This is an optimization exercise on Yosys and OpenROAD, whose aim is small area, not a production implementation. No run shown here included a check of the RTL's function; only the layout flow was run.

==> flow/design.v (outline; a module is shown in full before it is edited, if it fits) <==
// module fe_fa: 10 lines
// module fe_maj: 8 lines
// module fe_ha: 9 lines
// module fe_speed: 772 lines
// module fe_ema_fast: 315 lines
// module fe_gt32: 43 lines
// module micro_doppler_classifier: 32 lines
// module fe_ema_snr: 528 lines
// module fe_ema_slow_g: 402 lines
// module fe_ema_fast_g: 386 lines
// module fe_ema_rcsdev: 653 lines
// module fe_gt5: 76 lines
// module feature_reporter: 50 lines
// module feature_ext_top: 150 lines
module feature_ext_top
#(
    parameter int REPORT_INTERVAL = 10,
    parameter int BASELINE_LEN    = 20       
) (
    input  logic                   clk,
    input  logic                   rst_n,
    input  logic signed [FP_W-1:0] vx,
    input  logic signed [FP_W-1:0] vy,
    input  logic signed [FP_W-1:0] nis_cv,
    input  logic                   imm_valid,
    input  logic signed [FP_W-1:0] rcs_amplitude,
    input  logic signed [FP_W-1:0] snr_db,
    input  logic signed [FP_W-1:0] doppler_spread_hz,
    input  logic signed [FP_W-1:0] micro_doppler_peak_hz,
    input  logic signed [FP_W-1:0] micro_doppler_period,
    input  logic                   rf_valid,
    output logic                   report_valid,
    output logic signed [FP_W-1:0] rpt_spd_avg,
    output logic signed [FP_W-1:0] rpt_spd_peak,
    output logic signed [FP_W-1:0] rpt_nis_avg,
    output logic signed [FP_W-1:0] rpt_nis_peak,
    output logic [MD_W-1:0]        rpt_md_type,
    output logic signed [FP_W-1:0] rpt_md_conf,
    output logic signed [FP_W-1:0] rpt_ecm_score,
    output logic                   rpt_ecm_detected,
    output logic                   ecm_noise_flag,
    output logic                   ecm_deception_flag
);
  // ...
==> flow/run.sh <==
#!/bin/bash
# synth_recipe.tcl (not shown) runs the flow's synth.tcl, then flattens the netlist and writes it again
# the make line also repeats each setting of config.mk as NAME=value (left out here)
make -C /OpenROAD-flow-scripts/flow DESIGN_CONFIG=/design/flow/config.mk WORK_HOME=/design/flow/orfs CLKGATE_MAP_FILE= SYNTH_SCRIPT=/design/flow/synth_recipe.tcl finish
==> flow/config.mk <==
export PLATFORM = sky130hd
export DESIGN_NAME = feature_ext_top
export DESIGN_NICKNAME = feature_ext_top
export VERILOG_FILES = /design/flow/design.v
export SDC_FILE = /design/flow/constraint.sdc
export NUM_CORES = 4
export LEC_CHECK = 0
export ABC_AREA = 1
export CAP_MARGIN = 20
export CORE_MARGIN = 2
export CORE_UTILIZATION = 60
export CTS_BUF_LIST = sky130_fd_sc_hd__clkbuf_4 sky130_fd_sc_hd__clkbuf_8
export GPL_TIMING_DRIVEN = 0
export SLEW_MARGIN = 20
export SYNTH_HIERARCHICAL = 1
==> flow/constraint.sdc <==
create_clock -name core_clock -period 25.0 [get_ports {clk}]
set_input_delay 5.0000 -clock core_clock [delete_from_list [all_inputs] [get_ports {clk}]]
set_output_delay 5.0000 -clock core_clock [all_outputs]
set_load 0.01 [all_outputs]
==> results.py, run 1 <==
metrics = {
    "final_layout": {
        "design.seq.count": 345,
        "inverters_excl_clock": 935,
        "antenna_cells": 8,
        "n_all_buffers": 596,
        "clkCellAreaFrac_pct": 2.27,
    },
    "clock_tree": {
        "cts-root-buf": "clkbuf_8",
        "cts_resized": 110,
    },
    "synth": {
        "avgSynthCellArea_um2": 11.5,
        "synth_xor_xnor_area_share_pct": 0.614,
        "synth_common_cells": "fa_1 (1,950), nand2_1 (1,056), inv_1 (909), nor2_1 (376), ha_1 (220)",
        "synth_compound_area_share_pct": 2.70,
        "synth_fa_ha_area_share_pct": 63.8,
        "synth_area_leader_cell": "fa_1",
        "yosysSeqAreaShare_pct": 14.2,
    },
    "global_route": {
        "grt_util_met2_pct": 52.3,
        "grt_overflow_total": 0,
    },
    "sta": {
        "hold_ws_ns": 0.464,
    },
    "route": {
        "ant_nets": 0,
        "m1WireLength_um": 62600,
    },
    "critical_path": {
        "crit_family": "adder cells",
        "reg2reg_to": "spd_avg[31]",
    },
    "placed_design": {
        "place_area_um2": 72300,
    },
    "floorplan": {
        "n_tap_cell": 1414,
    },
    "hold_path": {
        "hold_depth": 2,
    },
    "status": {
        "outcome": "no timing/DRC/antenna violations",
    },
}
==> inputs of run 2 (changes only) <==
==> flow/flow/run.sh (new file) <==
#!/bin/bash
# Layout flow: the standard flow (standard.sh, unchanged synthesis and steps),
# with the input/output port buffers made from the plain sky130 buffer
# (buf_1) instead of the delay buffer the resizer picks by default.
set -o pipefail
cp standard.sh standard.sh.txt
export BUFFER_PORTS_ARGS="-buffer_cell sky130_fd_sc_hd__buf_1"
bash standard.sh > standard.log 2>&1
status=$?
tail -40 standard.log
exit $status
==> flow/standard.sh (new file) <==
#!/bin/bash
# synth_recipe.tcl (not shown) runs the flow's synth.tcl, then flattens the netlist and writes it again
# the make line also repeats each setting of config.mk as NAME=value (left out here)
make -C /OpenROAD-flow-scripts/flow DESIGN_CONFIG=/design/flow/config.mk WORK_HOME=/design/flow/orfs CLKGATE_MAP_FILE= SYNTH_SCRIPT=/design/flow/synth_recipe.tcl "${@:-finish}"
removed: flow/run.sh
==> results.py, run 2 <==
metrics = {
    "placed_design": {
        "port_buffers": 403,
        "dp_hpwl_um": 140000,
        "place_congestion": 0.933,
    },
    "floorplan": {
        "fp.dieH_um": 334,
        "ioPinCount": 459,
        "start_util_pct": 60.3,
        "core_um2": 109000,
        "dieArea_um2": 112000,
        "fp.dieW_um": 334,
        "row_count": 121,
    },
    "final_layout": {
        "final_common_cell": "fa_1",
        "num-nets-final": 8907,
        "syn_to_final_growth_pct": 10.6,
        "most-common-layout-cells": "fa_1 (1,816), nand2_1 (1,036), inv_1 (904), buf_1 (400), nor2_1 (357)",
        "layout-drive-gt1-share_pct": 10.0,
        "postLayoutCoreUtil_pct": 66.7,
    },
    "critical_path": {
        "arrival_ns": 25.14,
        "critPathKind": "input port to register",
        "cpPeakStageDelay_ns": 0.62,
        "path_common_cell": "fa_2",
        "path_buf_inv": 5,
        "required_ns": 25.54,
        "crit_slowest_cell": "fa_1",
        "crit_family": "adder cells",
        "end_kind": "register",
        "start_kind": "input port",
        "cp_max_fo": 9,
    },
    "sta": {
        "finalCritPeriodShare_pct": 98.4,
        "max_slew.worst_pin.slew_ns": 0.897,
        "relSlewSlack_pct": 40.0,
        "setup_viol": 0,
        "hold_viol": 0,
        "clock_skew_ns": 0.0600,
        "post-route-min-period_ns": 24.60,
        "drv_slew": 0,
        "max_freq_mhz": 40.7,
    },
    "hold_path": {
        "min_path_type": "register to register",
    },
    "route": {
        "drt_first_pass_iters": 6,
        "m1WireLength_um": 62600,
        "via_count": 41200,
        "wl_per_cell_um": 19.7,
        "routed_wl_um": 157000,
        "drt_iter0_markers": 2235,
        "met3_length_um": 9000,
        "drc": 0,
        "viasPerCell": 5.17,
        "route.top_layer_used": "met5",
        "dr_wl_met2_um": 81700,
        "ant_nets": 0,
    },
    "global_route": {
        "grtUsageTotal_pct": 30.2,
        "grt_pass1_vias": 46300,
        "grt_max_degree": 33,
        "grt_pass1_wl_um": 255000,
        "grt_overflow_total": 0,
        "antenna_found_initial": 16,
    },
    "clock_tree": {
        "clk_latency_ns": 0.75,
        "cts_buffer_depth": 3,
        "cts-root-buf": "clkbuf_8",
        "clk_pin_slew_worst_paths_ns": 0.06,
        "numCtsBuffers": 73,
        "htree_levels": 3,
        "clkSinkCount": 345,
        "cts_tree": "built",
    },
    "synth": {
        "yosys_warnings": 9,
        "synth_top_area_share_pct": 59.6,
        "synth_common_cells": "fa_1 (1,950), nand2_1 (1,056), inv_1 (909), nor2_1 (376), ha_1 (220)",
        "synth_area_um2": 65500,
        "syn-instance-count": 5716,
        "synth_edf_count": 137,
        "synth_area_leader_cell": "fa_1",
        "avgSynthCellArea_um2": 11.5,
        "yosysSeqAreaShare_pct": 14.2,
        "synth.most_common_cell": "fa_1",
        "synthFlopType": "dfrtp_1",
        "synth_seq_cells": 345,
        "synth_area_leaders": "fa_1 (60%), dfrtp_1 (7.8%), edfxtp_1 (6.3%), nand2_1 (6.1%), inv_1 (5.2%)",
        "async_reset_ff_share_pct": 60.3,
        "ys_types": 53,
    },
    "run": {
        "maxCapViolCount": 0,
    },
    "status": {
        "outcome": "no timing/DRC/antenna violations",
    },
}
-- run 2: routing by layer --
metal  vias up  GRT usage, %
met3       212          5.31
met5         -             0
li1      18300             -
met4         8          7.35
met2       973          52.0
met1     21700          40.2
-- run 2: worst register-to-register path, delay by kind of cell, from the launching register on --
kind | cells | cell delay (ns)
AOI/OAI and AO/OA | 1 | 0.07
buffers and inverters | 1 | 0.11
adders and majority gates | 52 | 22.15
and+or+nand+nor | 1 | 0.07
DFF | 1 | 0.53
-- run 2: path summary, 6_finish.rpt --
| path | from | end | slack [ns] | cells past startpoint |
|---|---|---|---|---|
| setup / recovery | snr_db[0] | snr_gap_hi | 0.40 | 60 |
| hold / removal | md_code[1] | code_s[1] | 0.45 | 0 |
| setup reg to reg | spd_avg[0] | spd_avg[31] | 1.81 | 55 |
| hold reg to reg | md_code[1] | code_s[1] | 0.45 | 0 |
| max in group asynchronous | rst_n | spread_avg[29] | 19.26 | 6 |
| min in group asynchronous | rst_n | rcs_base[0] | 4.27 | 1 |
-- run 2: logic make-up after synthesis --
| group | count (synthesis) | share of synthesized area (%) |
|---|---|---|
| AO/OA/AOI/OAI | 311 | 2.70 |
| other | 11 | 0.0631 |
| AND/OR/NAND/NOR | 1709 | 10.7 |
| XOR/XNOR | 45 | 0.614 |
| adder cells (fa/ha/maj) | 2170 | 63.8 |
| multiplexers | 39 | 0.669 |
| flip-flops | 345 | 14.2 |
| buffers and inverters | 1086 | 7.13 |
-- run 2: layout make-up --
class	count	area, um2
diodes	11	27.5
plain buffers	150	1150
clock buffers	95	1210
clock inverters	41	334
fillers	8596	36200
inverters	935	3520
multi-input cells	4514	52900
flip-flops and latches	345	9330
well taps	1414	1770
repair buffers	458	2100
-- run 2: stage by stage --
| step | std cells | hold slack, ns | setup slack, ns | cell area (um2) | TNS, ns |
|---|---|---|---|---|---|
| final | 7963 | 0.454 | 0.402 | 72400 | 0 |
| after global routing | 7962 | 0.478 | -0.0513 | 72400 | -0.0515 |
| after CTS | 7938 | 0.455 | 0.00351 | 71900 | 0 |
| after detailed placement | 7774 | 0.441 | -1.78 | 69900 | -21.35 |
| after global placement | 7762 | 0.434 | -1.60 | 69600 | -16.00 |
| after floorplan | 5945 | 0.425 | 0.00526 | 66400 | 0 |
-- run 2: repair_timing --
action / CTS / global route
endpoints found under the setup margin: 10 / 11
buffers inserted: 29 / 14
hold buffers: 0 / 0
pin swaps: 53 / 87
gates resized for setup: 89 / 100
-- run 2: modules after synthesis, one instance, submodules excluded --
| module | cells | cell area, um2 |
|---|---|---|
| fe_ema_fast | 52 | 195 |
| fe_ema_fast_g | 149 | 603 |
| fe_ema_rcsdev | 459 | 1950 |
| fe_ema_slow_g | 167 | 687 |
| fe_ema_snr | 193 | 786 |
| fe_fa | 1 | 20.0 |
| fe_gt32 | 41 | 155 |
| fe_gt5 | 41 | 155 |
| fe_ha | 1 | 12.5 |
| fe_maj | 4 | 16.3 |
| fe_speed | 758 | 3690 |
| feature_ext_top | 871 | 11900 |
| feature_reporter | 109 | 752 |
| micro_doppler_classifier | 259 | 1140 |

re-timing with driven ports:
The flow's constraints put no driver on any port. The routed layouts listed below were extracted and timed again, unchanged, in two steps.
Step 1 sets driving cells, clkbuf_16 on the clock port and buf_2 on the other inputs (assumed; they add their load-dependent delay and slew).
Step 2 adds t to the input delays and takes it off the output delays; t is the mean of the earliest and latest rising clock arrival at the registers after step 1. Input paths then give back, and output paths get back, about the clock's delay inside the block.
Three values: no drivers, after step 1, after step 2; two values: the first two.
run | shift t [ns] | setup WS [ns] | clock arrival spread, ns | slew at the worst register clock pin (ns) | pins driven straight from the clock port
run 1 | 0.793 | 0.363 / 0.409 / -0.384 | 0.066 / 0.066 | 0.07 / 0.07 | 1
run 2 | 0.787 | 0.402 / 0.448 / -0.339 | 0.065 / 0.065 | 0.08 / 0.08 | 1
Met with ideal ports but missed after step 2: setup timing in run 1 and run 2. For run 1, which loses most, drivers alone change the setup slack by +0.046 ns; drivers and shift together by -0.747 ns.
